Background: an optimization exercise with open tools, aiming at small area, a short achievable clock period and few clock cycles per item. Do not read the settings as production practice. Power figures rest on the tool's default switching activity, not on a simulated workload.

== v30 ==
// trickle_interval_timer_unit
module trickle_interval_timer_unit #(
    parameter int unsigned TICKS_PER_SECOND = trk_tmr_pkg::TICKS_PER_SECOND_DEF,
    parameter int unsigned MAX_EXP          = trk_tmr_pkg::MAX_EXP_DEF
) (
    input  wire                                  i_clk,
    input  wire                                  i_rst_n,
    input  wire                                  i_in_valid,
    output logic                                 o_in_ready,
    input  wire [18:0]                           i_in,
    output logic                                 o_out_valid,
    input  wire                                  i_out_ready,
    output logic [15:0]                          o_out,
    input  wire                                  i_cfg_valid,
    output logic                                 o_cfg_ready,
    input  wire [trk_tmr_pkg::CFG_IDX_W-1:0]     i_cfg_index,
    input  wire [trk_tmr_pkg::CFG_DAT_W-1:0]     i_cfg_data
);
    localparam int unsigned EXP_W  = trk_tmr_pkg::EXP_W;
    localparam int unsigned CNT_W  = trk_tmr_pkg::CNT_W;
    localparam int unsigned TICK_W = trk_tmr_pkg::TICK_W;
    localparam logic [(1 << EXP_W)*TICK_W-1:0] TICK_TBL =
        trk_tmr_pkg::ticks_table(TICKS_PER_SECOND);
    localparam logic [(1 << EXP_W)*TICK_W-1:0] HALF_TBL =
        trk_tmr_pkg::half_table(TICKS_PER_SECOND);
    localparam logic [(1 << EXP_W)*TICK_W-1:0] NTAIL_TBL =
        trk_tmr_pkg::ntail_table(TICKS_PER_SECOND);
    localparam logic [EXP_W-1:0]  MAX_EXP_V  = EXP_W'(MAX_EXP);
    localparam logic [TICK_W-1:0] POSTPONE_T = TICK_W'(TICKS_PER_SECOND);
    logic [EXP_W-1:0] r_min_exp;
    logic [EXP_W-1:0] r_doublings;
    logic [CNT_W-1:0] r_redundancy;
    logic [EXP_W-1:0] r_ceil;
    logic [EXP_W-1:0]  r_exp;
    logic [CNT_W-1:0]  r_heard;
    logic [2:0]        r_event;
    logic              r_fire_pending;
    logic              r_running;
    logic              r_addr_ok;
    logic [TICK_W-1:0] r_ticks;
    logic [TICK_W-1:0] r_b;
    logic              r_busy;
    logic [4:0]        r_step;
    logic              r_in_ready;
    logic              r_out_valid;
    logic              r_m_valid;
    logic [18:0]       r_m;
    logic              r_s_valid;
    logic [18:0]       r_s;
    assign o_cfg_ready = 1'b1;
    assign o_in_ready  = r_in_ready;
    assign o_out_valid = r_out_valid;
  ...
Size: about 1200 cells after synthesis, roughly 130 flip-flops, about 0.010 mm² of cells after synthesis.
Settings: LEC_CHECK=0, CAP_MARGIN=20, CORE_MARGIN=2, CORE_UTILIZATION=40, PLACE_DENSITY=0.6, SLEW_MARGIN=20; clock period 22.0 ns.
run.sh (not shown) runs the stock make flow with config.mk's settings and CLKGATE_MAP_FILE= SYNTH_SCRIPT=/design/flow/synth_recipe.tcl, a recipe that flattens the netlist after the stock synthesis.
Inputs modified between v30 and v8:
==> flow/flow/run.sh (new file) <==
#!/bin/bash
# The standard layout (standard.sh: its synthesis, floorplan, placement,
# CTS and routing, with the design's SDC), with two knobs changed:
#  * timing repair keeps a setup margin, so the achieved period is pushed
#    below the design's clock period;
#  * the port buffers are plain buffers instead of the resizer's pick.
# All of make's output goes to make_finish.log in the work folder.
set -euo pipefail
MARGIN=$(awk -v p="$FLOW_PERIOD_NS" 'BEGIN { printf "%.2f", p - 5.6 }')
bash standard.sh "SETUP_SLACK_MARGIN=$MARGIN" \
    "BUFFER_PORTS_ARGS=-buffer_cell sky130_fd_sc_hd__buf_1" finish > make_finish.log 2>&1
==> flow/standard.sh (new file) <==
#!/bin/bash
# synth_recipe.tcl (not shown) runs the flow's synth.tcl, then flattens the netlist and writes it again
# the make line also repeats each setting of config.mk as NAME=value (left out here)
make -C /OpenROAD-flow-scripts/flow DESIGN_CONFIG=/design/flow/config.mk WORK_HOME=/design/flow/orfs CLKGATE_MAP_FILE= SYNTH_SCRIPT=/design/flow/synth_recipe.tcl "${@:-finish}"
-- flow/config.mk --
<<< v30, line 9
export CORE_MARGIN = 2
export CORE_UTILIZATION = 40
export PLACE_DENSITY = 0.6
export SLEW_MARGIN = 20
>>> v8, line 9
export CORE_MARGIN = 2
export CORE_UTILIZATION = 40
export CTS_BUF_LIST = sky130_fd_sc_hd__clkbuf_8
export PLACE_DENSITY = 0.6
export SLEW_MARGIN = 20
removed: flow/run.sh
### Flow results
- v8 reports a lower share of the cycle needed by the critical path after routing than v30 does.
- On shortest clock period the worst path allows after layout, the higher figure sits with v30, not v8.
- Compared with v30, v8 degrades final wirelength.
- For met3 wire length, dividing the value from v8 by the value from v30 gives 1.3.
- Compared to v30, v8 has fraction of area in registers 0.62 points higher.
- Against v30, post-route cell area in v8 fell slightly.
- Min global router's overall resource usage across v30 and v8: v30
- In the route summary, v8 ends up with a via count exceeding that of v30.
- v8 vs v30 — area occupied by registers climbed slightly
- dfxtp_4 as the library cell contributing the largest single delay on the critical path was reported by v8, and nand2_1 by v30.
Inputs modified between v8 and v39:
==> flow/flow/run.sh <==
#!/bin/bash
set -euo pipefail
bash standard.sh SETUP_SLACK_MARGIN=16.4 finish > make_finish.log 2>&1
-- flow/config.mk --
<<< v8, line 9
export CORE_MARGIN = 2
export CORE_UTILIZATION = 40
export CTS_BUF_LIST = sky130_fd_sc_hd__clkbuf_8
export PLACE_DENSITY = 0.6
export SLEW_MARGIN = 20
>>> v39, line 9
export CORE_MARGIN = 2
export CORE_UTILIZATION = 40
export PLACE_DENSITY = 0.6
export SLEW_MARGIN = 20
Findings:
In terms of maximum frequency, v8 and v39 differ only marginally.
v39 does worse than v8 on power after layout.
Worst setup skew after layout ends up lower on v39.
The clock-pin slew on the worst setup and hold paths of v39 is lower than that of v8.
Compared with v8, v39 shows pin count of the biggest net entering global routing higher by 3.
In the flow results for v8 and v39, the overall routed net length is larger on v8.
#### Input delta (v49 over v39)
==> flow/run.sh (new file) <==
#!/bin/bash
# synth_recipe.tcl (not shown) runs the flow's synth.tcl, then flattens the netlist and writes it again
# the make line also repeats each setting of config.mk as NAME=value (left out here)
make -C /OpenROAD-flow-scripts/flow DESIGN_CONFIG=/design/flow/config.mk WORK_HOME=/design/flow/orfs CLKGATE_MAP_FILE= SYNTH_SCRIPT=/design/flow/synth_recipe.tcl finish
-- flow/config.mk --
<<< v39, line 6
export NUM_CORES = 4
export LEC_CHECK = 0
export CAP_MARGIN = 20
export CORE_MARGIN = 2
>>> v49, line 6
export NUM_CORES = 4
export LEC_CHECK = 0
export ABC_AREA = 1
export CAP_MARGIN = 20
export CORE_MARGIN = 2
removed: flow/flow/run.sh
removed: flow/standard.sh
Notes after the runs:
- Worst slew margin relative to its limit: v49 vs v39 up 14 points
- In v49 relative to v39, synthesized area divided by synthesized cell count had gone down by more than 10%.
- Higher sequential share of cell area among v49 and v39: v49
- v39 -> v49: number of standard cells in the layout, taps in and fillers out increased by more than 10%
- Status: total core area parity (v39, v49)
- [compare] base=v39 new=v49: post-route total power went down; total stage count of the critical path lost 5.
- | wire length of the first global-routing pass | v49 vs v39 | about 5.6% higher |
Input changes introduced in v3 (baseline for comparison: v49):
==> flow/flow/run.sh (new file) <==
#!/bin/bash
# The standard layout (standard.sh: its synthesis, floorplan, placement,
# CTS and routing, with the design's SDC), with two knobs changed:
#  * timing repair keeps a setup margin, so the achieved period is pushed
#    below the design's clock period;
#  * the port buffers are plain buffers instead of the resizer's pick.
# All of make's output goes to make_finish.log in the work folder.
set -euo pipefail
MARGIN=$(awk -v p="$FLOW_PERIOD_NS" 'BEGIN { printf "%.2f", p - 5.3 }')
bash standard.sh "SETUP_SLACK_MARGIN=$MARGIN" \
    "BUFFER_PORTS_ARGS=-buffer_cell sky130_fd_sc_hd__buf_1" finish > make_finish.log 2>&1
==> flow/standard.sh (new file) <==
#!/bin/bash
# synth_recipe.tcl (not shown) runs the flow's synth.tcl, then flattens the netlist and writes it again
# the make line also repeats each setting of config.mk as NAME=value (left out here)
make -C /OpenROAD-flow-scripts/flow DESIGN_CONFIG=/design/flow/config.mk WORK_HOME=/design/flow/orfs CLKGATE_MAP_FILE= SYNTH_SCRIPT=/design/flow/synth_recipe.tcl "${@:-finish}"
-- flow/config.mk --
<<< v49, line 6
export NUM_CORES = 4
export LEC_CHECK = 0
export ABC_AREA = 1
export CAP_MARGIN = 20
export CORE_MARGIN = 2
export CORE_UTILIZATION = 40
export PLACE_DENSITY = 0.6
export SLEW_MARGIN = 20
>>> v3, line 6
export NUM_CORES = 4
export LEC_CHECK = 0
export CAP_MARGIN = 20
export CORE_MARGIN = 2
export CORE_UTILIZATION = 40
export CTS_BUF_LIST = sky130_fd_sc_hd__clkbuf_8
export PLACE_DENSITY = 0.6
export SLEW_MARGIN = 20
removed: flow/run.sh
### Flow results
v3 ends up with a area added between synthesis and finish that is 5.1 points higher than in v49. When v3 is measured against v49, its post-synthesis cell type count turns out 25 higher. As far as post-synthesis async set-or-reset flop share goes, v3 and v49 are indistinguishable; the numbers are identical. The core of v3 is more densely filled than that of v49. Changes observed in v3 relative to v49: switching power as a share of total power decreased by 1.6 points relative to the old numbers; post-synthesis instance area down 88 µm²; final period utilization went down 3.6 points; via count now smaller. Comparing v3 and v49, the lower wire length after detailed routing was measured on v3.
Changes in v12 relative to v3:
==> flow/run.sh (new file) <==
#!/bin/bash
# synth_recipe.tcl (not shown) runs the flow's synth.tcl, then flattens the netlist and writes it again
# the make line also repeats each setting of config.mk as NAME=value (left out here)
make -C /OpenROAD-flow-scripts/flow DESIGN_CONFIG=/design/flow/config.mk WORK_HOME=/design/flow/orfs CLKGATE_MAP_FILE= SYNTH_SCRIPT=/design/flow/synth_recipe.tcl finish
==> flow/config.mk <==
export PLATFORM = sky130hd
export DESIGN_NAME = trickle_interval_timer_unit
export DESIGN_NICKNAME = trickle_interval_timer_unit
export VERILOG_FILES = /design/flow/design.v
export SDC_FILE = /design/flow/constraint.sdc
export NUM_CORES = 4
export LEC_CHECK = 0
export ABC_CLOCK_PERIOD_IN_PS = 4000
export CAP_MARGIN = 20
export CORE_MARGIN = 2
export CORE_UTILIZATION = 40
export PLACE_DENSITY = 0.6
export SLEW_MARGIN = 20
removed: flow/flow/run.sh
removed: flow/standard.sh
Notes after the runs:
v12 ended with less register clock-pin slew on the reported worst setup and hold paths than v3.
Non-clock buffer contribution to total cell area in v12 is 3.2 points lower than in v3
Design area (v12 vs. v3) decreases by a few percent
Delta (v12 minus v3): final routed wirelength across all metal layers -2.1 mm, clock skew after layout +0.0058 ns.
No run of this note included a check of the RTL's function; only the layout flow was run.

## afterwards: timing with drivers on the ports
No port has a modelled driver above. Below, the same layouts with a new extraction and two added sets of constraints. Step 1 assumes that a clkbuf_16 drives the clock port and a buf_2 every other input. Step 2 also shifts input and output timing later by t, the mid clock arrival at the registers, as if the neighbouring blocks saw the same clock. a / b / c = ideal / step 1 / step 2; a / b = the first two.
| run | t, ns | setup slack, ns | worst setup path after step 2 |
|---|---|---|---|
| v30 | 0.469 | 15.486 / 15.510 / 15.042 | input to register |
| v8 | 0.501 | 16.437 / 16.392 / 16.004 | input to register |
| v39 | 0.475 | 16.450 / 16.405 / 15.999 | input to register |
| v49 | 0.464 | 15.771 / 15.727 / 15.452 | input to register |
| v3 | 0.479 | 16.569 / 16.529 / 16.157 | input to register |
| v12 | 0.469 | 15.486 / 15.510 / 15.042 | input to register |
After both steps setup and hold are still met in every run listed. The setup slack of v39, which loses most, moves by -0.045 ns with the drivers and by -0.451 ns with both steps.
